Context: an optimization exercise on an open-source flow, tuned for small area and a short achievable clock period. The choices shown serve that exercise and are no tape-out recipe. Where RTL was checked, it was by simulation tests only, not by an equivalence proof against the original. For runs 1 and 2, only the layout was checked, not whether the RTL still works.

**config.mk**
```make
export PLATFORM = sky130hd
export DESIGN_NAME = rsi_top
export DESIGN_NICKNAME = rsi_top
export VERILOG_FILES = /design/flow/design.v
export SDC_FILE = /design/flow/constraint.sdc
export NUM_CORES = 4
export LEC_CHECK = 0
export CAP_MARGIN = 20
export CORE_MARGIN = 2
export CORE_UTILIZATION = 40
export SETUP_SLACK_MARGIN = 3.0
export SLEW_MARGIN = 20
```
**constraint.sdc**
```tcl
create_clock -name core_clock -period 6.5 [get_ports {clk}]
set_input_delay 1.3000 -clock core_clock [delete_from_list [all_inputs] [get_ports {clk}]]
set_output_delay 1.3000 -clock core_clock [all_outputs]
set_load 0.01 [all_outputs]
```
**design.v**
```verilog
module rsi_top
(
    input  logic   clk,
    input  logic   reset,
    input  logic [16-1:0] price,
    input  logic   price_valid,
    input  logic   eod,
    output logic   rsi_valid,
    output logic [7-1:0]   rsi,
    output logic   buy,
    output logic   sell
);
    localparam int PW = 16;    
    localparam int SW = 20;      
    localparam int N  = 14;     
    localparam int XW = 27;      
    localparam int RW = SW + 1;          
    logic          take;
    logic [PW-1:0] prev;
    logic          have_prev;
    logic [3:0]    cnt;           
    logic [PW:0]   diff;
    logic          up;            
    logic [PW-1:0] code;          
    logic          mv_valid;
    logic          mv_first, mv_full, mv_out;
    logic          mv_up;
    logic [PW-1:0] mv_code;
    assign take = price_valid && !eod;
    assign diff = {1'b0, price} - {1'b0, prev};
    assign up   = !diff[PW];
    assign code = diff[PW-1:0] ^ {PW{!up}};
    always_ff @(posedge clk) begin
        if (take) prev <= price;
        mv_code  <= code;
        mv_up    <= up;
        mv_first <= (cnt == 4'd0);
        mv_full  <= (cnt == 4'(N));
        mv_out   <= (cnt >= 4'(N - 1));
    end
    always_ff @(posedge clk or posedge reset) begin
        if (reset) begin
            have_prev <= 1'b0;
            cnt       <= '0;
            mv_valid  <= 1'b0;
        end else if (eod) begin
            have_prev <= 1'b0;
            cnt       <= '0;
            mv_valid  <= 1'b0;
        end else begin
            mv_valid <= take && have_prev;
            if (take) have_prev <= 1'b1;
            if (take && have_prev && cnt != 4'(N)) cnt <= cnt + 4'd1;
        end
    end
    logic [PW:0]   win [N];       
    logic [SW-1:0] tsum, gsum;
    logic          sums_valid;
    logic [PW-1:0] old_code;
    logic          old_up;
    logic [SW-1:0] t_base, g_base;
    logic [SW-1:0] t_b, t_c, t_s, t_cy;
    logic [SW-1:0] g_b, g_c, g_s, g_cy;
    logic [SW:0]   t_wide, g_wide;
    assign old_code = mv_full ? win[N-1][PW-1:0] : '0;
    assign old_up   = mv_full ? win[N-1][PW]     : 1'b1;
    assign t_base   = mv_first ? '0 : tsum;
    assign g_base   = mv_first ? '0 : gsum;
    assign t_b  = {{(SW-PW){1'b0}}, mv_code};
    assign t_c  = ~{{(SW-PW){1'b0}}, old_code};
    assign t_s  = t_base ^ t_b ^ t_c;
    assign t_cy = {(t_base[SW-2:0] & t_b[SW-2:0]) | (t_base[SW-2:0] & t_c[SW-2:0]) |
                   (t_b[SW-2:0] & t_c[SW-2:0]), !mv_up};
    assign t_wide = {t_s, 1'b1} + {t_cy, old_up};
    assign g_b  = mv_up ? {{(SW-PW){1'b0}}, mv_code} : '0;
    assign g_c  = ~((old_up ? {{(SW-PW){1'b0}}, old_code} : '0));
    assign g_s  = g_base ^ g_b ^ g_c;
    assign g_cy = {(g_base[SW-2:0] & g_b[SW-2:0]) | (g_base[SW-2:0] & g_c[SW-2:0]) |
                   (g_b[SW-2:0] & g_c[SW-2:0]), 1'b1};
    assign g_wide = {1'b0, g_s} + {1'b0, g_cy};
    always_ff @(posedge clk) begin
        if (mv_valid) begin
            win[0] <= {mv_up, mv_code};
            for (int i = 1; i < N; i++) win[i] <= win[i-1];
            tsum <= t_wide[SW:1];
            gsum <= g_wide[SW-1:0];
        end
    end
    always_ff @(posedge clk or posedge reset) begin
        if (reset) sums_valid <= 1'b0;
        else       sums_valid <= mv_valid && mv_out;
    end
    logic [XW-1:0] x_a, x_b, x_c, x_s, x_cy, x_sum;
    logic [XW-1:2] m_x;           
    logic [SW-1:0] m_t;
    logic          m_v;
    assign x_a   = XW'(gsum) << 6;
    assign x_b   = XW'(gsum) << 5;
    assign x_c   = XW'(gsum) << 2;
    assign x_s   = x_a ^ x_b ^ x_c;
    assign x_cy  = {(x_a[XW-2:0] & x_b[XW-2:0]) | (x_a[XW-2:0] & x_c[XW-2:0]) |
                    (x_b[XW-2:0] & x_c[XW-2:0]), 1'b0};
    assign x_sum = x_s + x_cy;
    always_ff @(posedge clk) begin
        m_x <= x_sum[XW-1:2];
        m_t <= tsum;
    end
    always_ff @(posedge clk or posedge reset) begin
        if (reset) m_v <= 1'b0;
        else       m_v <= sums_valid;
    end
    logic [RW-1:0] d_r [1:6];     
    logic [SW-1:0] d_t [1:6];
    logic [5:2]    d_x [1:6];     
    logic [6:0]    d_q [1:6];     
    logic          d_v [1:6];
    logic [6:0]    q_last;        
    logic          v_last;
    logic [RW+1:0] r6_wide;
    assign r6_wide = {1'b0, m_x[XW-1:6], 1'b1} + {~{2'b00, m_t}, 1'b1};
    always_ff @(posedge clk) begin
        d_r[6] <= r6_wide[RW:1];
        d_t[6] <= m_t;
        d_x[6] <= m_x[5:2];
        d_q[6] <= '0;
    end
    always_ff @(posedge clk or posedge reset) begin
        if (reset) d_v[6] <= 1'b0;
        else       d_v[6] <= m_v;
    end
    genvar j;
    generate
        for (j = 5; j >= 0; j--) begin : g_step
            logic          neg;
            logic          xin;
            logic [RW:0]   addend;
            logic [RW+1:0] wide;
            logic [RW-1:0] r_new;
            logic [6:0]    q_new;
            assign neg    = d_r[j+1][RW-1];
            assign xin    = (j >= 2) ? d_x[j+1][(j >= 2) ? j : 2] : 1'b0;
            assign addend = neg ? {2'b00, d_t[j+1]} : ~{2'b00, d_t[j+1]};
            assign wide   = {d_r[j+1], xin, 1'b1} + {addend, !neg};
            assign r_new  = wide[RW:1];
            assign q_new  = d_q[j+1] | (7'(!neg) << (j + 1));
            if (j > 0) begin : g_reg
                always_ff @(posedge clk) begin
                    d_r[j] <= r_new;
                    d_t[j] <= d_t[j+1];
                    d_x[j] <= d_x[j+1];
                    d_q[j] <= q_new;
                end
                always_ff @(posedge clk or posedge reset) begin
                    if (reset) d_v[j] <= 1'b0;
                    else       d_v[j] <= d_v[j+1];
                end
            end else begin : g_last
                assign q_last = q_new | 7'(!r_new[RW-1]);
                assign v_last = d_v[1];
            end
        end
    endgenerate
    logic [6:0] q_fin;
    logic [6:0] rsi_d;
    assign q_fin = q_last;
    assign rsi_d = (q_fin == 7'd127) ? 7'd50 : q_fin;
    always_ff @(posedge clk) begin
        rsi <= rsi_d;
    end
    always_ff @(posedge clk or posedge reset) begin
        if (reset) begin
            rsi_valid <= 1'b0;
            buy       <= 1'b0;
            sell      <= 1'b0;
        end else begin
            rsi_valid <= v_last;
            buy       <= v_last && (rsi_d < 7'(30));
            sell      <= v_last && (rsi_d > 7'(70));
        end
    end
endmodule
```
**run.sh**
```bash
#!/bin/bash
# synth_recipe.tcl (not shown) runs the flow's synth.tcl, then flattens the netlist and writes it again
# the make line also repeats each setting of config.mk as NAME=value (left out here)
make -C /OpenROAD-flow-scripts/flow DESIGN_CONFIG=/design/flow/config.mk WORK_HOME=/design/flow/orfs CLKGATE_MAP_FILE= SYNTH_SCRIPT=/design/flow/synth_recipe.tcl finish
```
==> flow_summary.json, run 1 <==
{
  "dpl_cell_area_sq_mm": 0.03004,
  "ff_latch_area_sq_mm": 0.01614,
  "yosysWarnings": 7,
  "worst-path-max-fanout": 6,
  "max-clock-path-buffers": 3,
  "crit_type": "register to register",
  "n_fill_cell": 6134,
  "syn_area_sq_mm": 0.02852,
  "synth_cell_types": 71,
  "wl_microns": 48570,
  "drt_iter0_markers": 958,
  "period_share": 0.5709,
  "drive_gt1_frac": 0.1173,
  "routed-via-count": 16610,
  "io_buffers": 29,
  "dieWidth_microns": 271.0,
  "pin_count": 30,
  "ys.flop_type": "dfxtp_1",
  "fmax_ghz": 0.2695,
  "cts_num_sinks": 654,
  "min_path_type": "register to register",
  "start_util": 0.4059,
  "arrival_ps": 4060,
  "cp.required_ps": 6850,
  "max-slew-margin-rel": 0.3358,
  "die_h_microns": 271.0,
  "worst_pin_slew_ps": 991.8,
  "status": "complete, no violations",
  "diodes": 0,
  "drt-pass1-iter-count": 5,
  "postSynthCellCount": 2317,
  "finalNonFillerCells": 3447,
  "clkLatencyLatePin_ps": 620,
  "grt_pass1_vias": 17050,
  "hold_viol_final": 0,
  "cts_buffers": 71,
  "final_nets": 2743,
  "overflow": 0,
  "finalSetupViolCount": 0,
  "async_flop_share": 0.02599,
  "syn_area_per_cell_sq_um": 12.31,
  "fin_crit_ps": 3711,
  "grt_max_degree": 169,
  "ys_seq_area_frac": 0.5652,
  "multiInputGateArea_sq_mm": 0.01225,
  "clock_skew_ps": 28.23,
  "grtUsageTotal": 0.1314,
  "synth.ff_latch_count": 654,
  "die_area_sq_mm": 0.07346,
  "maxSlewViolCount": 0,
  "cts_tree": "built",
  "r2r_slack_ps": 2790,
  "routedWlPerCell_microns": 14.09,
  "grt_pass1_wl_microns": 80140,
  "syn2layout_area_growth_pct": 17.63,
  "tns_ps": 0,
  "fp.coreArea_sq_mm": 0.07027,
  "synth_fp_nets": 2611,
  "ant_nets": 0,
  "cts-root-buf": "clkbuf_16",
  "grt_antenna_before_repair": 0,
  "cp-start-kind": "register",
  "clk_pin_slew_ps": 60,
  "dpl.hpwl_microns": 33170,
  "endpoint_kind": "register",
  "gp_congestion": 0.8147,
  "htreeDepth": 3,
  "final_cell_area_sq_mm": 0.03355,
  "synth_edf_count": 294,
  "dp_cells": 3262,
  "drcViolationCount": 0,
  "viasPerCell": 4.817,
  "rows": 97,
  "rsz0062_at_grt": "true",
  "max-cap-violations": 0
}
## critical path, stage by stage (launching register included)
cell and delay, ps:
dfxtp_4 350, buf_12 130, nand2b_4 140, fa_1 520
inv_2 50, ha_4 220, a21o_1 180, a31o_1 200
a21o_1 190, o311a_1 340, a41o_1 260, o41a_1 380
a211oi_2 280, a21oi_2 90, xnor2_1 130
## cells by family (layout without fill, tap and decap cells)
logic type,Yosys count,after routing,share of synthesized area
multiplexers,2,2,0.0007019
buffers and inverters,207,397,0.02737
XOR/XNOR,312,312,0.09677
adder cells (fa/ha/maj),274,274,0.1341
AO/OA/AOI/OAI,413,413,0.09519
flip-flops,654,654,0.5652
AND/OR/NAND/NOR,455,455,0.08063
## cell type report
class                      count  share of cell area
clock buffer                  97             0.06105
sequential                   654              0.4810
multi-input combinational   1456              0.3650
timing repair buffer          92             0.02767
inverter                     174             0.01947
clock inverter                34             0.01078
tap                          940             0.03505
## per-stage QoR
stage / hold WS (ps) / setup WS, ps / utilization
global route: 327.0 / 2683 / 0.4775
detailed placement: 312.1 / 2088 / 0.4275
global placement: 313.4 / 2134 / 0.4275
floorplan: 309.6 / 2969 / -
finish: 321.9 / 2789 / 0.4775
CTS: 324.2 / 2788 / 0.4669
## path summary, 6_finish.rpt
path	startpoint	end	cells after the start
max in group asynchronous	reset	mv_valid	2
min	d_x[6][2]	d_x[5][0]	0
max reg2reg	mv_first	tsum[18]	14
min in group asynchronous	reset	sell	2
max	mv_first	tsum[18]	14
min reg2reg	d_x[6][2]	d_x[5][0]	0
## cells in the mapped netlist, drive strengths merged, types with 8 or more instances
cell	instances	area share
nor3	34	0.0060
o21a	32	0.0084
clkbuf	23	0.0030
o21bai	12	0.0032
ha	221	0.097
and3	28	0.0061
a21oi	133	0.024
a21o	62	0.016
nor2	124	0.016
nand2	79	0.010
fa	53	0.037
and2	27	0.0059
nor2b	33	0.0072
o21ai	69	0.012
dfxtp	343	0.24
dfrtp	17	0.015
inv	174	0.023
a211oi	17	0.0048
edfxtp	294	0.31
xor2	49	0.015
buf	10	0.0014
nand4	8	0.0018
or3	13	0.0030
nand3	28	0.0049
xnor2	261	0.080
nand2b	61	0.014
## cell usage in the layout (no fill, tap or decap), types with 32 or more instances in the layout
| master | n |
|---|---|
| a21o_1 | 62 |
| a21oi_1 | 121 |
| buf_4 | 46 |
| clkbuf_16 | 76 |
| dfxtp_1 | 339 |
| edfxtp_1 | 294 |
| fa_1 | 50 |
| ha_1 | 201 |
| inv_1 | 167 |
| nand2_1 | 76 |
| nand2b_1 | 47 |
| nor2_1 | 122 |
| o21a_1 | 32 |
| o21ai_0 | 60 |
| xnor2_1 | 260 |
| xor2_1 | 48 |
## repair_timing
item	4_1_cts	5_1_grt
setup endpoints to repair	26	41
resized for setup	36	90
hold buffers	0	0
endpoints found under the hold margin	0	0
pin swaps	24	56
cloned	2	2
setup buffers	21	29
## metal layers
| layer | share of wire | global-route usage | vias up |
|---|---|---|---|
| li1 | - | - | 8366 |
| met1 | 0.44 | 0.1573 | 7871 |
| met2 | 0.50 | 0.2315 | 255 |
| met3 | 0.032 | 0.02343 | 113 |
| met4 | 0.034 | 0.05554 | 0 |
| met5 | 0 | 0 | - |
## flip-flops by register name, indices dropped and copies added, names as in the netlist, 16 cells and up
signal / count
win: 238
d_r: 126
d_t: 120
m_x: 25
gsum: 20
m_t: 20
tsum: 20
mv_code: 16
prev: 16
==> inputs of run 2 (changes only) <==
--- a/config.mk
+++ b/config.mk
@@ -10,3 +10,3 @@
 export CORE_UTILIZATION = 40
-export SETUP_SLACK_MARGIN = 3.0
+export SETUP_SLACK_MARGIN = 3.5
 export SLEW_MARGIN = 20
==> flow_summary.json, run 2 <==
{
  "syn_area_per_cell_sq_um": 12.31,
  "cts_num_sinks": 654,
  "start_util": 0.4059,
  "max-cap-violations": 0,
  "max-slew-margin-rel": 0.3004,
  "worst_pin_slew_ps": 1049,
  "syn_area_sq_mm": 0.02852,
  "worst-path-max-fanout": 20,
  "clock_skew_ps": 19.92,
  "max_stage_delay_ps": 580,
  "rsz0062_at_grt": "true",
  "max-clock-path-buffers": 3,
  "cts-root-buf": "clkbuf_16",
  "dp_cells": 3261,
  "grt_max_degree": 191,
  "synth-simple-area-share": 0.08063,
  "wl_microns": 50920,
  "die_h_microns": 271.0,
  "diodes": 0,
  "synth.ff_latch_count": 654,
  "clkLatencyLatePin_ps": 620,
  "rows": 97,
  "overflow": 0,
  "hold_viol_final": 0,
  "yosysWarnings": 7,
  "largest_reg_flops": 238,
  "routedWlPerCell_microns": 14.58,
  "synth_fp_nets": 2611,
  "cp.required_ps": 6860,
  "final_common_cell": "dfxtp_1",
  "maxSlewViolCount": 0,
  "io_buffers": 29,
  "die_area_sq_mm": 0.07346,
  "postSynthCellCount": 2317,
  "routed-via-count": 16930,
  "ys.flop_type": "dfxtp_1",
  "synthMuxAreaShare": 0.0007019,
  "top_regs": "win: 238 flops, d_r: 126 flops, d_t: 120 flops",
  "fin_crit_ps": 3615,
  "top_register": "win",
  "pre_cts_ws_ps": 1977,
  "cts_tree": "built",
  "period_share": 0.5561,
  "grt_pass1_wl_microns": 82100,
  "drt-pass1-iter-count": 5,
  "fin_ws_ps": 2885,
  "dpl_cell_area_sq_mm": 0.03013,
  "cts_buffers": 70,
  "crit_buf_inv": 4,
  "arrival_ps": 3970,
  "grtUsageTotal": 0.1343,
  "clk_pin_slew_ps": 60,
  "drcViolationCount": 0,
  "synth_compound_gate_area_share": 0.09519,
  "path_common_cell": "buf_6",
  "crit_family": "compound AO/OA/AOI/OAI gates",
  "synthDominantCellAreaShare": 0.3095,
  "final_nets": 2793,
  "ys_seq_area_frac": 0.5652,
  "cp_cell_sequence": "buf_4, buf_6, buf_6, nand2b_1, fa_1, inv_1, ha_1, a21oi_1, nor2b_2, a311oi_2, nor3_2, a211o_1, a21oi_2, xor2_1",
  "async_flop_share": 0.02599,
  "fp.coreArea_sq_mm": 0.07027,
  "synth_area_leaders": "edfxtp_1 31%, dfxtp_1 24%, ha_1 9.7%, xnor2_1 8.0%, fa_1 3.7%",
  "min_path_type": "register to register",
  "drt_iter0_markers": 895,
  "pin_count": 30,
  "cp-start-kind": "register",
  "finalNonFillerCells": 3491,
  "synth_edf_count": 294,
  "syn2layout_area_growth_pct": 20.60,
  "crit_slowest_cell": "fa_1",
  "finalSetupViolCount": 0,
  "htreeDepth": 3,
  "grt_pass1_vias": 17590,
  "fmax_ghz": 0.2766,
  "grt_antenna_before_repair": 0,
  "tns_ps": 0,
  "endpoint_kind": "register",
  "synth-xor-area-share": 0.09677,
  "viasPerCell": 4.850,
  "most-common-layout-cells": "333 x dfxtp_1, 294 x edfxtp_1, 248 x xnor2_1",
  "synth_cell_types": 71,
  "synth_common_cells": "343 x dfxtp_1, 294 x edfxtp_1, 261 x xnor2_1, 221 x ha_1, 174 x inv_1",
  "yosysMostFrequentCell": "dfxtp_1",
  "gp_congestion": 0.8206,
  "cts_hold_buffers": 0,
  "dieWidth_microns": 271.0,
  "final_cell_area_sq_mm": 0.03440,
  "synth_largest_area_cell": "edfxtp_1",
  "status": "complete, no violations",
  "ant_nets": 0,
  "synthAdderAreaFrac": 0.1341,
  "crit_type": "register to register",
  "dpl.hpwl_microns": 33060,
  "drive_gt1_frac": 0.1639,
  "synth_top_family_by_area": "adder cells"
}
-- run 2: cell types whose count changed in the layout (fill, tap and decap cells not counted), moves of 9 or more --
cell,delta
ha_1,-9
a21oi_2,+10
buf_4,+35
xnor2_1,-12
xnor2_2,+11
a21oi_1,-11
o21ai_0,-9
buf_6,+11
-- run 2: worst paths after layout --
| check | start | end | slack [ps] | cells after the start |
|---|---|---|---|---|
| min in group asynchronous | reset | sell | 1090 | 2 |
| worst max register to register | mv_first | gsum[19] | 2890 | 14 |
| worst max-delay path | mv_first | gsum[19] | 2890 | 14 |
| worst min register to register | d_q[2][3] | d_q[1][3] | 320 | 0 |
| worst min-delay path | d_q[2][3] | d_q[1][3] | 320 | 0 |
| max in group asynchronous | reset | mv_valid | 4890 | 2 |
-- run 2: per-stage QoR --
| step | hold slack, ps | utilization |
|---|---|---|
| floorplan | 309.6 | - |
| global placement | 312.2 | 0.4287 |
| detailed placement | 312.1 | 0.4287 |
| CTS | 324.9 | 0.4737 |
| global route | 332.7 | 0.4895 |
| finish | 323.6 | 0.4895 |
-- run 2: cells by family after synthesis --
group           Yosys count
compound gates          413
xor+xnor                312
fa+ha+maj               274
buf+inv                 207
flops                   654
mux                       2
simple gates            455
-- run 2: cell type report --
class	instances	area, sq um
fillers	6042	35870
clock buffers	91	1881
multi-input cells	1456	12730
inverters	174	669.4
clock inverters	33	371.6
well taps	940	1176
repair buffers	143	1419
flip-flops and latches	654	16150
-- run 2: repair_timing --
| action | in CTS | in global routing |
|---|---|---|
| gates cloned | 1 | 3 |
| hold endpoints to repair | 0 | 0 |
| pin swaps | 53 | 87 |
| endpoints found under the setup margin | 91 | 74 |
| gates resized for setup | 108 | 142 |
| buffers inserted | 53 | 49 |
-- run 2: metal layers --
metal / GRT usage / part of all wire / up-vias
met5: 0 / 0 / -
met3: 0.02361 / 0.028 / 127
li1: - / - / 8445
met1: 0.1544 / 0.42 / 8137
met2: 0.2438 / 0.51 / 222
met4: 0.05714 / 0.034 / 0
-- run 2: worst reg2reg max path: stages (launching register included) --
cell and delay (ps):
dfxtp_4 390, buf_4 150, buf_6 140, buf_6 160
nand2b_1 180, fa_1 580, inv_1 50, ha_1 400
a21oi_1 270, nor2b_2 110, a311oi_2 300, nor3_2 100
a211o_1 330, a21oi_2 140, xor2_1 70
==> inputs of run 3 (changes only) <==
--- a/design.v
+++ b/design.v
@@ -36,4 +36,4 @@
         mv_up    <= up;
-        mv_first <= (cnt == 4'd0);
-        mv_full  <= (cnt == 4'(N));
+        mv_first <= take && have_prev && (cnt == 4'd0);
+        mv_full  <= take && have_prev && (cnt == 4'(N));
         mv_out   <= (cnt >= 4'(N - 1));
@@ -64,2 +64,6 @@
     logic [SW:0]   t_wide, g_wide;
+    logic [PW-1:0] new_code;
+    logic          new_nup;
+    assign new_code = mv_valid ? mv_code : '0;
+    assign new_nup  = mv_valid && !mv_up;
     assign old_code = mv_full ? win[N-1][PW-1:0] : '0;
@@ -68,3 +72,3 @@
     assign g_base   = mv_first ? '0 : gsum;
-    assign t_b  = {{(SW-PW){1'b0}}, mv_code};
+    assign t_b  = {{(SW-PW){1'b0}}, new_code};
     assign t_c  = ~{{(SW-PW){1'b0}}, old_code};
@@ -72,5 +76,5 @@
     assign t_cy = {(t_base[SW-2:0] & t_b[SW-2:0]) | (t_base[SW-2:0] & t_c[SW-2:0]) |
-                   (t_b[SW-2:0] & t_c[SW-2:0]), !mv_up};
+                   (t_b[SW-2:0] & t_c[SW-2:0]), new_nup};
     assign t_wide = {t_s, 1'b1} + {t_cy, old_up};
-    assign g_b  = mv_up ? {{(SW-PW){1'b0}}, mv_code} : '0;
+    assign g_b  = (mv_valid && mv_up) ? {{(SW-PW){1'b0}}, mv_code} : '0;
     assign g_c  = ~((old_up ? {{(SW-PW){1'b0}}, old_code} : '0));
@@ -84,5 +88,5 @@
             for (int i = 1; i < N; i++) win[i] <= win[i-1];
-            tsum <= t_wide[SW:1];
-            gsum <= g_wide[SW-1:0];
         end
+        tsum <= t_wide[SW:1];
+        gsum <= g_wide[SW-1:0];
     end
--- a/config.mk
+++ b/config.mk
@@ -10,3 +10,3 @@
 export CORE_UTILIZATION = 40
-export SETUP_SLACK_MARGIN = 3.5
+export SETUP_SLACK_MARGIN = 3.4
 export SLEW_MARGIN = 20
==> flow_summary.json, run 3 <==
{
  "grt_pass1_vias": 18300,
  "routedWlPerCell_microns": 14.32,
  "route.met2.wl_microns": 26080,
  "ys_seq_area_frac": 0.5470,
  "postSynthCellCount": 2415,
  "gp_congestion": 0.7998,
  "path_common_cell": "a21o_1",
  "synth_fp_nets": 2710,
  "dp_cells": 3364,
  "synth.ff_latch_count": 654,
  "wl_microns": 51450,
  "cts_buffers": 72,
  "hold_viol_final": 0,
  "overflow": 0,
  "synth_common_cells": "383 x dfxtp_1, 256 x xnor2_1, 254 x edfxtp_1, 222 x ha_1, 143 x inv_1",
  "cts_num_sinks": 654,
  "synth_edf_count": 254,
  "viasPerCell": 4.924,
  "yosysWarnings": 7,
  "finalSetupViolCount": 0,
  "ys.flop_type": "dfxtp_1",
  "die_area_sq_mm": 0.07401,
  "fin_crit_ps": 3400,
  "finalNonFillerCells": 3593,
  "drive_gt1_frac": 0.1532,
  "top_register": "win",
  "tns_ps": 0,
  "syn_area_per_cell_sq_um": 11.90,
  "synth_area_leaders": "dfxtp_1 27%, edfxtp_1 27%, ha_1 9.7%, xnor2_1 7.8%, fa_1 3.7%",
  "ant_nets": 0,
  "grt_max_degree": 70,
  "max_stage_delay_ps": 540,
  "final_common_cell": "dfxtp_1",
  "wl_met1_microns": 22110,
  "dpl.hpwl_microns": 34440,
  "clk_pin_slew_ps": 60,
  "synthDominantCellAreaShare": 0.2668,
  "cp_cell_sequence": "and2_4, nand2_2, fa_1, inv_2, fa_2, a21o_1, a21oi_2, o21ai_2, a21o_1, a31o_4, a311oi_2, o31ai_1, a21oi_1, xnor2_1",
  "worst_pin_slew_ps": 836.8,
  "rsz0062_at_grt": "true",
  "cts_hold_buffers": 0,
  "endpoint_kind": "register",
  "grt_pass1_wl_microns": 84710,
  "drt-pass1-iter-count": 4,
  "rows": 98,
  "drt_iter0_markers": 842,
  "cts-root-buf": "clkbuf_16",
  "syn_area_sq_mm": 0.02874,
  "max-cap-violations": 0,
  "most-common-layout-cells": "369 x dfxtp_1, 254 x edfxtp_1, 253 x xnor2_1",
  "top_layer": "met4",
  "min_path_type": "register to register",
  "dieWidth_microns": 272.1,
  "async_flop_share": 0.02599,
  "pin_count": 30,
  "max-clock-path-buffers": 3,
  "clkLatencyLatePin_ps": 630,
  "cts_tree": "built",
  "grt_antenna_before_repair": 0,
  "die_h_microns": 272.1,
  "diodes": 0,
  "crit_type": "register to register",
  "maxSlewViolCount": 0,
  "crit_slowest_cell": "fa_1",
  "period_share": 0.5230,
  "clock_skew_ps": 32.34,
  "yosysMostFrequentCell": "dfxtp_1",
  "final_nets": 2883,
  "arrival_ps": 3940,
  "worst-path-max-fanout": 6,
  "grtUsageTotal": 0.1377,
  "fp.coreArea_sq_mm": 0.07136,
  "io_buffers": 29,
  "htreeDepth": 3,
  "top_regs": "win: 238 flops, d_r: 126 flops, d_t: 120 flops",
  "routed-via-count": 17690,
  "synth_largest_area_cell": "dfxtp_1",
  "largest_reg_flops": 238,
  "syn2layout_area_growth_pct": 20.75,
  "cp-start-kind": "register",
  "start_util": 0.4027,
  "synth_cell_types": 73,
  "max-slew-margin-rel": 0.4415,
  "fmax_ghz": 0.2942,
  "status": "complete, no violations",
  "cp.required_ps": 7040,
  "route.met3.wl_microns": 1512,
  "drcViolationCount": 0
}
[run 3: changes by cell type after synthesis, sizes merged, moves of 12 or more]
cell	previous run	this run
nand2b	61	49
nand2	79	110
inv	174	143
dfxtp	343	383
a21oi	133	118
nor2b	33	47
nand3	28	48
o211ai	3	16
nor3	34	50
edfxtp	294	254
[run 3: cell families (layout without fill, tap and decap cells)]
family | count (synthesis) | count (layout) | synth area share
AOI/OAI and AO/OA | 439 | 439 | 0.1019
xor gates and xnor gates | 305 | 305 | 0.09295
adders and majority gates | 275 | 275 | 0.1336
buffers and inverters | 184 | 412 | 0.02412
DFF | 654 | 654 | 0.5470
muxes | 8 | 8 | 0.002786
and+or+nand+nor | 550 | 550 | 0.09774
[run 3: timing repair]
item                       CTS  global route
hold endpoints to repair     0             0
setup buffers               51            42
setup endpoints to repair   76            55
cloned                       5             2
pin swaps                   72            68
resized for setup          130           103
[run 3: final cells by class]
class,instances,area (sq um)
clock inverters,32,465.4
inverters,143,549.3
repair buffers,140,1498
well taps,950,1189
flip-flops and latches,654,15760
multi-input cells,1577,13270
fillers,6222,36660
clock buffers,97,1977
[run 3: worst paths after layout]
check | from | end | slack (ps) | depth (start not counted)
worst max-delay path | mv_valid | gsum[18] | 3100 | 14
worst min-delay path | d_q[4][5] | d_q[3][5] | 310 | 0
worst max register to register | mv_valid | gsum[18] | 3100 | 14
worst min register to register | d_q[4][5] | d_q[3][5] | 310 | 0
max in group asynchronous | reset | mv_valid | 4730 | 2
min in group asynchronous | reset | sell | 1130 | 2
[run 3: critical path: cells and delay by family, from the launching register on]
| kind | cells | cell delay [ps] |
|---|---|---|
| xor gates and xnor gates | 1 | 130 |
| DFF | 1 | 490 |
| AOI/OAI and AO/OA | 8 | 1490 |
| and+or+nand+nor | 2 | 230 |
| adders and majority gates | 2 | 920 |
| buffers and inverters | 1 | 50 |
[run 3: per-layer routing]
layer | GRT usage | vias up
li1 | - | 8866
met5 | 0 | -
met4 | 0.05668 | 0
met2 | 0.2521 | 247
met3 | 0.02363 | 112
met1 | 0.1585 | 8468
[run 3: through the flow]
stage	worst slack [ps]	hold slack, ps	cell area (sq um)	util
2_1_floorplan	1559	309.6	28880	-
3_3_place_gp	1943	311.6	30270	0.4242
3_5_place_dp	1818	312.1	30270	0.4242
4_1_cts	3037	317.8	33850	0.4743
5_1_grt	2985	328.6	34700	0.4863
6_report	3100	312.0	34700	0.4863
==> inputs of run 4 (changes only) <==
--- a/config.mk
+++ b/config.mk
@@ -10,3 +10,4 @@
 export CORE_UTILIZATION = 40
-export SETUP_SLACK_MARGIN = 3.4
+export CTS_BUF_LIST = sky130_fd_sc_hd__clkbuf_4
+export SETUP_SLACK_MARGIN = 3.0
 export SLEW_MARGIN = 20
==> flow_summary.json, run 4 <==
{
  "ys_seq_area_frac": 0.5470,
  "cts_hold_buffers": 0,
  "pin_count": 30,
  "top_regs": "win: 238 flops, d_r: 126 flops, d_t: 120 flops",
  "r2r_slack_ps": 2980,
  "grt_pass1_vias": 18350,
  "synth_cell_types": 73,
  "clk_pin_slew_ps": 60,
  "top_register": "win",
  "ant_nets": 0,
  "grtUsageTotal": 0.1342,
  "min_path_type": "register to register",
  "synth_fp_nets": 2710,
  "drcViolationCount": 0,
  "grt_pass1_wl_microns": 81910,
  "fin_crit_ps": 3517,
  "max-cap-violations": 0,
  "start_util": 0.4027,
  "synth_area_leaders": "dfxtp_1 27%, edfxtp_1 27%, ha_1 9.7%, xnor2_1 7.8%, fa_1 3.7%",
  "final_cell_area_sq_mm": 0.03286,
  "routed-via-count": 17780,
  "cp-start-kind": "register",
  "max-clock-path-buffers": 3,
  "arrival_ps": 4400,
  "maxSlewViolCount": 0,
  "status": "complete, no violations",
  "cts_num_sinks": 654,
  "synth.ff_latch_count": 654,
  "crit_type": "register to register",
  "io_buffers": 29,
  "fp.coreArea_sq_mm": 0.07136,
  "drt-pass1-iter-count": 5,
  "worst_pin_slew_ps": 997.5,
  "synth_largest_area_cell": "dfxtp_1",
  "syn_area_per_cell_sq_um": 11.90,
  "most-common-layout-cells": "375 x dfxtp_1, 256 x xnor2_1, 255 x clkbuf_4",
  "gp_congestion": 0.8177,
  "clock_skew_ps": 53.50,
  "cp.required_ps": 7390,
  "dieWidth_microns": 272.1,
  "overflow": 0,
  "dpl_cell_area_sq_mm": 0.03022,
  "wl_microns": 49360,
  "n_fill_cell": 6501,
  "cts_tree": "built",
  "final_nets": 2901,
  "syn_area_sq_mm": 0.02874,
  "die_area_sq_mm": 0.07401,
  "drt_iter0_markers": 671,
  "hold_viol_final": 0,
  "endpoint_kind": "register",
  "postSynthCellCount": 2415,
  "grt_max_degree": 86,
  "viasPerCell": 4.813,
  "fmax_ghz": 0.2843,
  "yosysWarnings": 7,
  "synth_common_cells": "383 x dfxtp_1, 256 x xnor2_1, 254 x edfxtp_1, 222 x ha_1, 143 x inv_1",
  "worst-path-max-fanout": 17,
  "ys.flop_type": "dfxtp_1",
  "async_flop_share": 0.02599,
  "synth_edf_count": 254,
  "htreeDepth": 4,
  "largest_reg_flops": 238,
  "syn2layout_area_growth_pct": 14.32,
  "finalSetupViolCount": 0,
  "die_h_microns": 272.1,
  "max-slew-margin-rel": 0.3350,
  "period_share": 0.5411,
  "rows": 98,
  "tns_ps": 0,
  "rsz0062_at_grt": "true",
  "dpl.hpwl_microns": 34690,
  "clkLatencyLatePin_ps": 980,
  "drive_gt1_frac": 0.1405,
  "yosysMostFrequentCell": "dfxtp_1",
  "cts-root-buf": "clkbuf_4",
  "synthDominantCellAreaShare": 0.2668,
  "routedWlPerCell_microns": 13.37,
  "grt_antenna_before_repair": 2,
  "final_common_cell": "dfxtp_1",
  "cts_buffers": 170
}
## run 4: changes by cell type in the layout (fill, tap and decap cells not counted), moves of 9 or more
| cell | before | now |
|---|---|---|
| clkbuf_4 | 0 | 255 |
| clkbuf_16 | 75 | 1 |
| buf_4 | 77 | 23 |
| ha_1 | 193 | 216 |
| clkinv_1 | 10 | 31 |
| ha_4 | 23 | 4 |
| clkbuf_1 | 18 | 0 |
| a21oi_1 | 96 | 109 |
| a21oi_2 | 20 | 7 |
| buf_6 | 16 | 3 |
| o21ai_0 | 51 | 62 |
| o21ai_2 | 11 | 2 |
## run 4: path summary, 6_finish.rpt
kind	start	endpoint	depth (start not counted)
setup / recovery	mv_full	gsum[18]	14
hold / removal	d_x[4][0]	d_x[3][2]	0
setup reg to reg	mv_full	gsum[18]	14
hold reg to reg	d_x[4][0]	d_x[3][2]	0
max in group asynchronous	reset	mv_valid	2
min in group asynchronous	reset	buy	2
## run 4: kinds of logic (layout without fill, tap and decap cells)
kind of cell | count (synthesis) | after routing | share of synthesized area
AND/OR/NAND/NOR | 550 | 550 | 0.09774
flip-flops | 654 | 654 | 0.5470
AO/OA/AOI/OAI | 439 | 439 | 0.1019
buffers and inverters | 184 | 509 | 0.02412
XOR/XNOR | 305 | 305 | 0.09295
other | 0 | 3 | 0
multiplexers | 8 | 8 | 0.002786
adder cells (fa/ha/maj) | 275 | 275 | 0.1336
## run 4: what timing repair did
action	in CTS	in global routing
pin swaps	9	17
cloned	0	1
gates resized for setup	16	39
setup endpoints to repair	21	32
setup buffers	10	7
## run 4: area by class of cell
type,count,area [sq um],share of cell area
Antenna cell,3,7.507,0.0002285
Clock buffer,255,1914,0.05826
Clock inverter,51,305.3,0.009292
Inverter,143,536.8,0.01634
Multi-Input combinational cell,1577,12560,0.3824
Sequential cell,654,15740,0.4790
Tap cell,950,1189,0.03618
Timing Repair Buffer,60,601.8,0.01832
## run 4: through the flow
stage | worst slack [ps] | util | cells | hold slack (ps)
2_1_floorplan | 1559 | - | 2415 | 309.6
3_3_place_gp | 2018 | 0.4235 | 3366 | 310.6
3_5_place_dp | 1937 | 0.4235 | 3366 | 314.3
4_1_cts | 2845 | 0.4569 | 3682 | 291.6
5_1_grt | 2885 | 0.4604 | 3693 | 285.8
6_report | 2983 | 0.4604 | 3693 | 288.7
## run 4: routing by layer
layer | part of all wire | vias up | routed length, microns | global-route usage
met1 | 0.43 | 8363 | 21070 | 0.1479
met4 | 0.026 | 0 | 1262 | 0.06507
met2 | 0.51 | 271 | 25100 | 0.2397
met3 | 0.039 | 106 | 1926 | 0.03518
li1 | - | 9035 | - | -
met5 | 0 | - | 0 | 0
## run 4: critical path, stage by stage, from the launching register on
cell and delay, ps:
dfxtp_2 350, buf_12 150, and3_1 180, fa_1 590, inv_2 50, fa_2 390, a21o_1 220, a21oi_4 190
o21ai_2 90, a21o_1 230, a31o_4 250, a311oi_4 300, o31ai_1 130, a21oi_1 180, xnor2_1 130
==> inputs of run 5 (changes only) <==
--- a/config.mk
+++ b/config.mk
@@ -10,3 +10,3 @@
 export CORE_UTILIZATION = 40
-export CTS_BUF_LIST = sky130_fd_sc_hd__clkbuf_4
+export CTS_BUF_LIST = sky130_fd_sc_hd__clkbuf_8
 export SETUP_SLACK_MARGIN = 3.0
==> flow_summary.json, run 5 <==
{
  "max_stage_delay_ps": 570,
  "min_path_type": "register to register",
  "clk_pin_slew_ps": 60,
  "grt_pass1_wl_microns": 81360,
  "diodes": 0,
  "n_fill_cell": 6445,
  "io_buffers": 29,
  "htreeDepth": 3,
  "rr_endpoint": "gsum[18]",
  "yosysMostFrequentCell": "dfxtp_1",
  "cts_tree": "built",
  "maxSlewViolCount": 0,
  "yosysWarnings": 7,
  "worst-path-max-fanout": 6,
  "arrival_ps": 4120,
  "ant_nets": 0,
  "ys_seq_area_frac": 0.5470,
  "reg2reg_from": "mv_valid",
  "rows": 98,
  "max-clock-path-buffers": 3,
  "grt_antenna_before_repair": 0,
  "max-slew-margin-rel": 0.3280,
  "grt_pass1_vias": 17850,
  "ys.flop_type": "dfxtp_1",
  "gp_congestion": 0.8177,
  "syn_area_per_cell_sq_um": 11.90,
  "synth_fp_nets": 2710,
  "status": "complete, no violations",
  "overflow": 0,
  "drt_iter0_markers": 722,
  "hold-path-cell-count": 0,
  "worst_pin_slew_ps": 1008,
  "die_area_sq_mm": 0.07401,
  "crit_type": "register to register",
  "final_common_cell": "dfxtp_1",
  "synth.ff_latch_count": 654,
  "cts_hold_buffers": 0,
  "async_flop_share": 0.02599,
  "postSynthCellCount": 2415,
  "synth_largest_area_cell": "dfxtp_1",
  "cts_num_sinks": 654,
  "grtUsageTotal": 0.1319,
  "cp-start-kind": "register",
  "drive_gt1_frac": 0.1070,
  "most-common-layout-cells": "375 x dfxtp_1, 256 x xnor2_1, 254 x edfxtp_1",
  "clkLatencyLatePin_ps": 720,
  "cp.required_ps": 7080,
  "synth_edf_count": 254,
  "viasPerCell": 4.867,
  "syn_area_sq_mm": 0.02874,
  "syn2layout_area_growth_pct": 14.96,
  "synth_area_leaders": "dfxtp_1 27%, edfxtp_1 27%, ha_1 9.7%, xnor2_1 7.8%, fa_1 3.7%",
  "dpl.hpwl_microns": 34690,
  "top_regs": "win: 238 flops, d_r: 126 flops, d_t: 120 flops",
  "dieWidth_microns": 272.1,
  "pin_count": 30,
  "synth_common_cells": "383 x dfxtp_1, 256 x xnor2_1, 254 x edfxtp_1, 222 x ha_1, 143 x inv_1",
  "r2r_slack_ps": 2970,
  "endpoint_kind": "register",
  "fin_crit_ps": 3532,
  "hold_end": "d_q[3][5]",
  "finalNonFillerCells": 3586,
  "drt-pass1-iter-count": 5,
  "largest_reg_flops": 238,
  "max-cap-violations": 0,
  "top_register": "win",
  "grt_max_degree": 86,
  "routed-via-count": 17450,
  "drcViolationCount": 0,
  "final_nets": 2836,
  "routedWlPerCell_microns": 13.77,
  "clock_skew_ps": 30.48,
  "cts_buffers": 109,
  "fin_ws_ps": 2968,
  "tns_ps": 0,
  "die_h_microns": 272.1,
  "fp.coreArea_sq_mm": 0.07136,
  "crit_slowest_cell": "fa_1",
  "cp_cell_sequence": "and2_4, nand2_2, fa_1, inv_2, fa_2, a21o_1, a21oi_4, o21ai_2, a21o_1, a31o_4, a311oi_4, o31ai_2, a21oi_1, xnor2_1",
  "wl_microns": 49370,
  "reg2reg_depth": 14,
  "pre_cts_ws_ps": 1937,
  "synth_cell_types": 73,
  "cts-root-buf": "clkbuf_8",
  "rsz0062_at_grt": "true",
  "path_common_cell": "a21o_1",
  "hold_viol_final": 0,
  "period_share": 0.5434,
  "synthDominantCellAreaShare": 0.2668,
  "start_util": 0.4027,
  "dp_cells": 3366,
  "post-route-util": 0.4630,
  "hp-start": "d_q[4][5]",
  "finalSetupViolCount": 0,
  "fmax_ghz": 0.2831
}
-- run 5: critical path, delay by kind of cell, from the launching register on --
family / cells / cell delay [ps]
AOI/OAI and AO/OA: 8 / 1650
xor gates and xnor gates: 1 / 90
adders and majority gates: 2 / 910
buffers and inverters: 1 / 50
DFF: 1 / 480
and+or+nand+nor: 2 / 230
-- run 5: through the flow --
stage	hold slack, ps	area, sq um
2_1_floorplan	309.6	28810
3_3_place_gp	310.6	30220
3_5_place_dp	314.3	30220
4_1_cts	315.8	32720
5_1_grt	324.1	33040
6_report	317.8	33040
-- run 5: logic make-up after synthesis --
group | after synthesis | share of synthesized area
and+or+nand+nor | 550 | 0.09774
AOI/OAI and AO/OA | 439 | 0.1019
adders and majority gates | 275 | 0.1336
xor gates and xnor gates | 305 | 0.09295
muxes | 8 | 0.002786
DFF | 654 | 0.5470
buffers and inverters | 184 | 0.02412
-- run 5: area by class of cell --
class,count,area (sq um),area share
clock inverter,77,571.8,0.01731
sequential,654,15740,0.4764
multi-input combinational,1577,12600,0.3815
timing repair buffer,56,623.1,0.01886
tap,950,1189,0.03598
inverter,143,536.8,0.01625
clock buffer,129,1775,0.05374
-- run 5: worst max path at each step --
stage	startpoint	end	slack, ps	depth (start not counted)
2_1_floorplan	mv_valid	gsum[18]	1560	15
3_3_place_gp	price[0]	mv_code[13]	2020	13
3_5_place_dp	price[0]	mv_code[2]	1940	13
4_1_cts	mv_valid	gsum[18]	2850	14
5_1_grt	mv_valid	gsum[18]	2860	14
6_report	mv_valid	gsum[18]	2970	14
-- run 5: metal layers --
metal,vias up,GRT usage,wire [microns]
met2,257,0.2397,25090
met1,8279,0.1511,21250
li1,8798,-,-
met4,0,0.05364,1430
met5,-,0,0
met3,119,0.02645,1590
-- run 5: timing repair --
item                                    in CTS  in global routing
endpoints found under the hold margin        0                  0
cloned                                       0                  3
pin swaps                                    6                 22
resized for setup                           15                 52
setup buffers                                7                  4
endpoints found under the setup margin      38                 19
==> inputs of run 6 (changes only) <==
--- a/config.mk
+++ b/config.mk
@@ -10,3 +10,4 @@
 export CORE_UTILIZATION = 40
-export CTS_BUF_LIST = sky130_fd_sc_hd__clkbuf_8
+export CTS_CLUSTER_DIAMETER = 120
+export CTS_CLUSTER_SIZE = 30
 export SETUP_SLACK_MARGIN = 3.0
==> flow_summary.json, run 6 <==
{
  "status": "complete, no violations",
  "die_h_microns": 272.1,
  "crit_buf_inv": 2,
  "min_path_type": "register to register",
  "reg2reg_from": "mv_first",
  "synth_common_cells": "383 x dfxtp_1, 256 x xnor2_1, 254 x edfxtp_1, 222 x ha_1, 143 x inv_1",
  "hp-start": "d_q[2][3]",
  "cp_cell_sequence": "buf_12, nand2b_4, fa_1, inv_2, fa_2, a21o_1, a21oi_4, o21ai_2, a21o_1, a31o_4, a311oi_4, o31ai_2, a21oi_1, xnor2_1",
  "synth.ff_latch_count": 654,
  "yosysMostFrequentCell": "dfxtp_1",
  "rsz0062_at_grt": "true",
  "max-clock-path-buffers": 3,
  "n_fill_cell": 6540,
  "arrival_ps": 4040,
  "gp_congestion": 0.8177,
  "wl_microns": 47300,
  "syn_area_per_cell_sq_um": 11.90,
  "cp.required_ps": 7040,
  "routedWlPerCell_microns": 13.82,
  "crit_type": "register to register",
  "cp-start-kind": "register",
  "final_common_cell": "dfxtp_1",
  "die_area_sq_mm": 0.07401,
  "drive_gt1_frac": 0.06108,
  "ys_seq_area_frac": 0.5470,
  "synthDominantCellAreaShare": 0.2668,
  "pin_count": 30,
  "dpl_cell_area_sq_mm": 0.03022,
  "cts_tree": "built",
  "dpl.hpwl_microns": 34690,
  "final_nets": 2755,
  "tns_ps": 0,
  "path_common_cell": "a21o_1",
  "ant_nets": 0,
  "worst-path-max-fanout": 40,
  "postSynthCellCount": 2415,
  "r2r_slack_ps": 3000,
  "most-common-layout-cells": "376 x dfxtp_1, 255 x xnor2_1, 254 x edfxtp_1",
  "rows": 98,
  "fmax_ghz": 0.2860,
  "fp.coreArea_sq_mm": 0.07136,
  "cp-startpoint": "mv_first",
  "hold_viol_final": 0,
  "grt_max_degree": 86,
  "final_cell_area_sq_mm": 0.03141,
  "max_stage_delay_ps": 590,
  "htreeDepth": 1,
  "async_flop_share": 0.02599,
  "syn_area_sq_mm": 0.02874,
  "grt_antenna_before_repair": 0,
  "cts_num_sinks": 654,
  "synth_cell_types": 73,
  "synth_fp_nets": 2710,
  "overflow": 0,
  "io_buffers": 29,
  "grt_pass1_wl_microns": 78240,
  "start_util": 0.4027,
  "drcViolationCount": 0,
  "worst_pin_slew_ps": 991.2,
  "grtUsageTotal": 0.1250,
  "clock_skew_ps": 23.40,
  "period_share": 0.5380,
  "synth_area_leaders": "dfxtp_1 27%, edfxtp_1 27%, ha_1 9.7%, xnor2_1 7.8%, fa_1 3.7%",
  "synth_largest_area_cell": "dfxtp_1",
  "diodes": 0,
  "ff_latch_area_sq_mm": 0.01574,
  "top_regs": "win: 238 flops, d_r: 126 flops, d_t: 120 flops",
  "syn2layout_area_growth_pct": 9.277,
  "dieWidth_microns": 272.1,
  "max-cap-violations": 0,
  "routed-via-count": 16790,
  "finalSetupViolCount": 0,
  "multiInputGateArea_sq_mm": 0.01262,
  "drt-pass1-iter-count": 4,
  "cts_hold_buffers": 0,
  "endpoint_kind": "register",
  "maxSlewViolCount": 0,
  "max-slew-margin-rel": 0.3392,
  "crit_family": "compound AO/OA/AOI/OAI gates",
  "ys.flop_type": "dfxtp_1",
  "viasPerCell": 4.905,
  "largest_reg_flops": 238,
  "synth_edf_count": 254,
  "worst_hold_slack_ps": 336.8,
  "top_register": "win",
  "drt_iter0_markers": 753,
  "yosysWarnings": 7,
  "crit_slowest_cell": "fa_1",
  "clkLatencyLatePin_ps": 600,
  "cts_buffers": 25,
  "clk_pin_slew_ps": 120,
  "grt_pass1_vias": 17030,
  "cts-root-buf": "clkbuf_16",
  "fin_crit_ps": 3497
}
==> run 6: cell counts after synthesis <==
Identical to the previous run, type by type.
==> run 6: worst paths after layout <==
check | cells after the start | to
min | 0 | d_q[1][3]
min reg2reg | 0 | d_q[1][3]
max | 14 | gsum[18]
max in group asynchronous | 2 | mv_valid
min in group asynchronous | 2 | sell
max reg2reg | 14 | gsum[18]
==> run 6: per-stage QoR <==
stage               utilization  cells  setup WS [ps]
floorplan                     -   2415           1559
global placement         0.4235   3366           2018
detailed placement       0.4235   3366           1937
CTS                      0.4357   3415           2855
global route             0.4401   3422           2886
finish                   0.4401   3422           3003
==> run 6: cell families (layout without fill, tap and decap cells) <==
kind of cell,after synthesis,after routing,synth area share
flip-flops,654,654,0.5470
adder cells (fa/ha/maj),275,275,0.1336
buffers and inverters,184,241,0.02412
AO/OA/AOI/OAI,439,439,0.1019
AND/OR/NAND/NOR,550,550,0.09774
multiplexers,8,8,0.002786
XOR/XNOR,305,305,0.09295
==> run 6: what timing repair did <==
item | 4_1_cts | 5_1_grt
endpoints found under the setup margin | 37 | 32
setup buffers | 10 | 5
gates resized for setup | 15 | 60
pin swaps | 4 | 24
cloned | 0 | 2
hold endpoints to repair | 0 | 0
==> run 6: worst register-to-register path, delay by kind of cell, from the launching register on <==
family	cells	cell delay [ps]
AO/OA/AOI/OAI	8	1580
adder cells (fa/ha/maj)	2	980
flip-flops	1	340
buffers and inverters	2	220
AND/OR/NAND/NOR	1	180
XOR/XNOR	1	130
==> run 6: final cells by class <==
cell class,instances,area share
Clock buffer,38,0.02147
Clock inverter,1,0.0002789
Inverter,143,0.01709
Multi-Input combinational cell,1577,0.4019
Sequential cell,654,0.5011
Tap cell,950,0.03785
Timing Repair Buffer,59,0.02036
==> run 6: metal layers <==
layer | up-vias | share of wire | track usage | wire length (microns)
met1 | 8016 | 0.44 | 0.1487 | 20820
met4 | 0 | 0.024 | 0.03138 | 1129
met2 | 139 | 0.52 | 0.2382 | 24390
li1 | 8564 | - | - | -
met5 | - | 0 | 0 | 0
met3 | 67 | 0.020 | 0.01393 | 961
==> inputs of run 7 (changes only) <==
--- a/config.mk
+++ b/config.mk
@@ -10,4 +10,2 @@
 export CORE_UTILIZATION = 40
-export CTS_CLUSTER_DIAMETER = 120
-export CTS_CLUSTER_SIZE = 30
 export SETUP_SLACK_MARGIN = 3.0
==> flow_summary.json, run 7 <==
{
  "synth_fp_nets": 2710,
  "largest_reg_flops": 238,
  "synth.ff_latch_count": 654,
  "die_h_microns": 272.1,
  "synth_edf_count": 254,
  "cp-startpoint": "mv_full",
  "gp_congestion": 0.8177,
  "top_regs": "win: 238 flops, d_r: 126 flops, d_t: 120 flops",
  "yosysWarnings": 7,
  "htreeDepth": 3,
  "cts_tree": "built",
  "final_common_cell": "dfxtp_1",
  "tns_ps": 0,
  "ant_nets": 0,
  "diodes": 0,
  "hold_viol_final": 0,
  "period_share": 0.5449,
  "most-common-layout-cells": "378 x dfxtp_1, 255 x xnor2_1, 254 x edfxtp_1",
  "yosysMostFrequentCell": "dfxtp_1",
  "min_path_type": "register to register",
  "rsz0062_at_grt": "true",
  "finalNonFillerCells": 3511,
  "rr_endpoint": "gsum[18]",
  "pin_count": 30,
  "drt-pass1-iter-count": 5,
  "cts_buffers": 71,
  "max-slew-margin-rel": 0.3363,
  "wl_microns": 48920,
  "r2r_slack_ps": 2960,
  "synthDominantCellAreaShare": 0.2668,
  "grt_pass1_wl_microns": 80650,
  "top_register": "win",
  "post-route-util": 0.4625,
  "maxSlewViolCount": 0,
  "rows": 98,
  "cts_hold_buffers": 0,
  "cp-start-kind": "register",
  "dp_cells": 3366,
  "reg2reg_depth": 14,
  "overflow": 0,
  "synth_area_leaders": "dfxtp_1 27%, edfxtp_1 27%, ha_1 9.7%, xnor2_1 7.8%, fa_1 3.7%",
  "crit_type": "register to register",
  "routed-via-count": 17270,
  "dieWidth_microns": 272.1,
  "grtUsageTotal": 0.1309,
  "postSynthCellCount": 2415,
  "syn_area_sq_mm": 0.02874,
  "reg2reg_from": "mv_full",
  "worst_hold_slack_ps": 320.4,
  "finalSetupViolCount": 0,
  "max-clock-path-buffers": 3,
  "endpoint_kind": "register",
  "arrival_ps": 4070,
  "fmax_ghz": 0.2823,
  "status": "complete, no violations",
  "final_nets": 2800,
  "max-cap-violations": 0,
  "async_flop_share": 0.02599,
  "syn_area_per_cell_sq_um": 11.90,
  "synth_largest_area_cell": "dfxtp_1",
  "crit_path_end": "gsum[18]",
  "pre_cts_ws_ps": 1937,
  "ys.flop_type": "dfxtp_1",
  "fp.coreArea_sq_mm": 0.07136,
  "syn2layout_area_growth_pct": 14.85,
  "drive_gt1_frac": 0.08551,
  "grt_antenna_before_repair": 0,
  "clk_pin_slew_ps": 60,
  "cts_num_sinks": 654,
  "synth_cell_types": 73,
  "io_buffers": 29,
  "clkLatencyLatePin_ps": 610,
  "synth_common_cells": "383 x dfxtp_1, 256 x xnor2_1, 254 x edfxtp_1, 222 x ha_1, 143 x inv_1",
  "die_area_sq_mm": 0.07401,
  "drcViolationCount": 0,
  "ys_seq_area_frac": 0.5470,
  "dpl.hpwl_microns": 34690,
  "worst-path-max-fanout": 17,
  "routedWlPerCell_microns": 13.93,
  "viasPerCell": 4.920,
  "grt_pass1_vias": 17620,
  "fin_ws_ps": 2958,
  "start_util": 0.4027,
  "cp.required_ps": 7030,
  "grt_max_degree": 86,
  "clock_skew_ps": 19.25,
  "cts-root-buf": "clkbuf_16",
  "drt_iter0_markers": 709,
  "worst_pin_slew_ps": 995.5,
  "fin_crit_ps": 3542
}
## run 7: changes by cell type in the layout (fill, tap and decap cells not counted), sizes merged
cell      previous run  this run
bufinv               0         3
inv                143       147
clkinvlp             0         3
clkbuf              40       102
buf                 28        27
clkinv               1        19
## run 7: worst min-delay path by stage
stage	from	to	slack (ps)	depth (start not counted)
after global routing	d_q[2][3]	d_q[1][3]	330	0
after detailed placement	d_q[2][4]	d_q[1][4]	310	0
after floorplan	d_q[2][3]	d_q[1][3]	310	0
after CTS	d_q[4][5]	d_q[3][5]	320	0
after global placement	d_q[2][4]	d_q[1][4]	310	0
final	d_q[4][5]	d_q[3][5]	320	0
## run 7: cell type report
cell class                 count  area (sq um)
fill                        6403         38360
sequential                   654         15740
multi-input combinational   1577         12620
clock buffer                 100          2019
tap                          950          1189
timing repair buffer          58         615.6
inverter                     143         536.8
clock inverter                29         289.0
## run 7: worst max-delay path: stages (launching register included)
cell	delay (ps)
dfxtp_2	350
buf_12	150
and3_1	180
fa_1	590
inv_2	50
fa_2	390
a21o_1	200
a21oi_4	190
o21ai_2	90
a21o_1	230
a31o_4	270
a311oi_4	340
o31ai_2	110
a21oi_1	190
xnor2_1	130
## run 7: what timing repair did
item,in CTS,in global routing
buffers inserted,8,6
endpoints found under the setup margin,38,32
gates cloned,0,2
resized for setup,18,49
pin swaps,5,20
## run 7: stage by stage
step / area (sq um)
after floorplan: 28810
after global placement: 30220
after detailed placement: 30220
after CTS: 32700
after global routing: 33010
final: 33010
## run 7: kinds of logic (layout without fill, tap and decap cells)
logic type                 count (synthesis)  count (layout)  synth area share
AOI/OAI and AO/OA                        439             439            0.1019
xor gates and xnor gates                 305             305           0.09295
buffers and inverters                    184             330           0.02412
and+or+nand+nor                          550             550           0.09774
adders and majority gates                275             275            0.1336
muxes                                      8               8          0.002786
DFF                                      654             654            0.5470
## run 7: layer usage
metal,track usage,routed length (microns)
met1,0.1502,21080
met2,0.2410,25150
met3,0.02389,1300
met4,0.04988,1391
met5,0,0
==> inputs of run 8 (changes only) <==
--- a/config.mk
+++ b/config.mk
@@ -10,2 +10,4 @@
 export CORE_UTILIZATION = 40
+export CTS_CLUSTER_DIAMETER = 100
+export CTS_CLUSTER_SIZE = 24
 export SETUP_SLACK_MARGIN = 3.0
==> flow_summary.json, run 8 <==
{
  "gp_congestion": 0.8177,
  "synth-simple-area-share": 0.09774,
  "synth_top_family_by_area": "adder cells",
  "period_share": 0.5427,
  "final_cell_area_sq_mm": 0.03157,
  "finalNonFillerCells": 3433,
  "min_path_type": "register to register",
  "crit_path_end": "gsum[18]",
  "cp.required_ps": 7060,
  "syn2layout_area_growth_pct": 9.861,
  "max-cap-violations": 0,
  "r2r_slack_ps": 2970,
  "synthAdderAreaFrac": 0.1336,
  "ys.flop_type": "dfxtp_1",
  "postSynthCellCount": 2415,
  "drt_iter0_markers": 812,
  "grt_antenna_before_repair": 0,
  "hold_viol_final": 0,
  "fin_crit_ps": 3527,
  "synthMuxAreaShare": 0.002786,
  "cp-startpoint": "mv_first",
  "max-clock-path-buffers": 3,
  "crit_cells": 14,
  "syn_area_per_cell_sq_um": 11.90,
  "diodes": 0,
  "dpl_cell_area_sq_mm": 0.03022,
  "top_register": "win",
  "cts_tree": "built",
  "n_fill_cell": 6526,
  "synth_edf_count": 254,
  "cts_hold_buffers": 0,
  "syn_area_sq_mm": 0.02874,
  "grt_max_degree": 86,
  "htreeDepth": 1,
  "synth_largest_area_cell": "dfxtp_1",
  "finalSetupViolCount": 0,
  "drive_gt1_frac": 0.06202,
  "overflow": 0,
  "die_area_sq_mm": 0.07401,
  "maxSlewViolCount": 0,
  "drt-pass1-iter-count": 5,
  "final_common_cell": "dfxtp_1",
  "endpoint_kind": "register",
  "worst-path-max-fanout": 40,
  "fp.coreArea_sq_mm": 0.07136,
  "reg2reg_from": "mv_first",
  "yosysMostFrequentCell": "dfxtp_1",
  "rsz0062_at_grt": "true",
  "multiInputGateArea_sq_mm": 0.01260,
  "fmax_ghz": 0.2835,
  "status": "complete, no violations",
  "viasPerCell": 4.898,
  "crit_slowest_cell": "fa_1",
  "path_common_cell": "a21o_1",
  "cp-start-kind": "register",
  "crit_type": "register to register",
  "ys_seq_area_frac": 0.5470,
  "synth-xor-area-share": 0.09295,
  "top_regs": "win: 238 flops, d_r: 126 flops, d_t: 120 flops",
  "dp_cells": 3366,
  "max_stage_delay_ps": 590,
  "max-slew-margin-rel": 0.3308,
  "start_util": 0.4027,
  "reg2reg_depth": 14,
  "routedWlPerCell_microns": 13.78,
  "synthDominantCellAreaShare": 0.2668,
  "final_nets": 2762,
  "wl_microns": 47320,
  "grt_pass1_vias": 17040,
  "io_buffers": 29,
  "synth_area_leaders": "dfxtp_1 27%, edfxtp_1 27%, ha_1 9.7%, xnor2_1 7.8%, fa_1 3.7%",
  "synth_fp_nets": 2710,
  "tns_ps": 0,
  "clkLatencyLatePin_ps": 640,
  "rr_endpoint": "gsum[18]",
  "largest_reg_flops": 238,
  "dpl.hpwl_microns": 34690,
  "cp_cell_sequence": "buf_12, nand2b_4, fa_1, inv_2, fa_2, a21o_1, a21oi_2, o21ai_2, a21o_1, a31o_4, a311oi_4, o31ai_2, a21oi_1, xnor2_1",
  "cts_num_sinks": 654,
  "grt_pass1_wl_microns": 78400,
  "cts_buffers": 31,
  "arrival_ps": 4090,
  "routed-via-count": 16810,
  "worst_pin_slew_ps": 1004,
  "crit_buf_inv": 2,
  "synth_cell_types": 73,
  "synth_common_cells": "383 x dfxtp_1, 256 x xnor2_1, 254 x edfxtp_1, 222 x ha_1, 143 x inv_1",
  "most-common-layout-cells": "377 x dfxtp_1, 255 x xnor2_1, 254 x edfxtp_1",
  "synth_compound_gate_area_share": 0.1019,
  "drcViolationCount": 0,
  "grtUsageTotal": 0.1254,
  "synth.ff_latch_count": 654,
  "rows": 98,
  "clk_pin_slew_ps": 90,
  "die_h_microns": 272.1,
  "yosysWarnings": 7,
  "ff_latch_area_sq_mm": 0.01574,
  "clock_skew_ps": 33.61,
  "cts-root-buf": "clkbuf_16",
  "ant_nets": 0,
  "dieWidth_microns": 272.1,
  "crit_family": "compound AO/OA/AOI/OAI gates",
  "pin_count": 30,
  "async_flop_share": 0.02599
}
-- run 8: cell count changes in the layout (fill, tap and decap cells not counted), moves of 3 or more --
cell        change
clkbuf_16      -44
clkbuf_8        -7
clkinv_1        -7
clkinv_2        -7
clkbuf_1        -5
a21oi_1         +3
clkinvlp_4      -3
-- run 8: layer usage --
metal / part of all wire / GRT usage / up-vias
li1: - / - / 8585
met1: 0.44 / 0.1487 / 8014
met2: 0.51 / 0.2385 / 140
met3: 0.019 / 0.01402 / 75
met4: 0.027 / 0.03340 / 0
met5: 0 / 0 / -
-- run 8: repair_timing --
item	CTS	global route
setup endpoints to repair	38	31
pin swaps	4	19
resized for setup	14	53
cloned	0	1
buffers inserted	11	6
-- run 8: how the worst min path moves through the flow --
stage | startpoint | endpoint | slack (ps) | depth (start not counted)
floorplan | d_q[2][3] | d_q[1][3] | 310 | 0
global placement | d_q[2][4] | d_q[1][4] | 310 | 0
detailed placement | d_q[2][4] | d_q[1][4] | 310 | 0
CTS | d_q[3][5] | d_q[2][5] | 340 | 0
global route | d_q[2][3] | d_q[1][3] | 340 | 0
finish | d_q[2][3] | d_q[1][3] | 330 | 0
-- run 8: layout make-up --
type	count	share of cell area
flip-flops and latches	654	0.4984
multi-input cells	1577	0.3992
clock inverters	4	0.001902
well taps	950	0.03765
repair buffers	60	0.01966
clock buffers	45	0.02623
inverters	143	0.01700
-- run 8: cells by family (layout without fill, tap and decap cells) --
| logic type | Yosys count | in the layout |
|---|---|---|
| buffers and inverters | 184 | 252 |
| multiplexers | 8 | 8 |
| XOR/XNOR | 305 | 305 |
| AND/OR/NAND/NOR | 550 | 550 |
| adder cells (fa/ha/maj) | 275 | 275 |
| flip-flops | 654 | 654 |
| AO/OA/AOI/OAI | 439 | 439 |
-- run 8: metrics by stage --
step,setup WS (ps),utilization,hold slack [ps]
global route,2879,0.4424,338.5
detailed placement,1937,0.4235,314.3
finish,2973,0.4424,332.9
global placement,2018,0.4235,310.6
floorplan,1559,-,309.6
CTS,2922,0.4384,336.2
-- run 8: worst reg2reg max path, delay by kind of cell (launching register included) --
| family | cells | cell delay [ps] |
|---|---|---|
| AOI/OAI and AO/OA | 8 | 1600 |
| adders and majority gates | 2 | 980 |
| DFF | 1 | 330 |
| buffers and inverters | 2 | 220 |
| and+or+nand+nor | 1 | 180 |
| xor gates and xnor gates | 1 | 130 |

[separate check: timing with driven ports]
The results above use ideal ports. As a check the final layouts listed here were re-extracted and re-timed, cells and wires unchanged.
Step 1 (the two cells are an assumption about what drives the block):
set clk [get_ports {clk}]
set_driving_cell -lib_cell sky130_fd_sc_hd__clkbuf_16 $clk
set_driving_cell -lib_cell sky130_fd_sc_hd__buf_2 [delete_from_list [all_inputs] $clk]
Step 2 adds t to the input delays and takes it off the output delays; t is the mean of the earliest and latest rising clock arrival at the registers after step 1. Input paths then give back, and output paths get back, about the clock's delay inside the block.
a / b / c = ideal ports / drivers / drivers and shift; a / b = the first two.
run | t (ns) | setup slack, ns | pins driven straight from the clock port
run 1 | 0.656 | 2.789 / 2.789 / 2.502 | 1
run 2 | 0.669 | 2.885 / 2.885 / 2.713 | 1
run 3 | 0.673 | 3.100 / 3.100 / 2.808 | 1
run 4 | 1.016 | 2.983 / 2.983 / 2.131 | 1
run 5 | 0.758 | 2.968 / 2.968 / 2.392 | 1
run 6 | 0.642 | 3.003 / 3.003 / 2.435 | 1
run 7 | 0.659 | 2.958 / 2.958 / 2.457 | 1
run 8 | 0.678 | 2.973 / 2.973 / 2.462 | 1
After both steps every run listed still meets setup and hold. For run 4, which loses most, drivers alone change the setup slack by 0.000 ns; drivers and shift together by -0.852 ns.
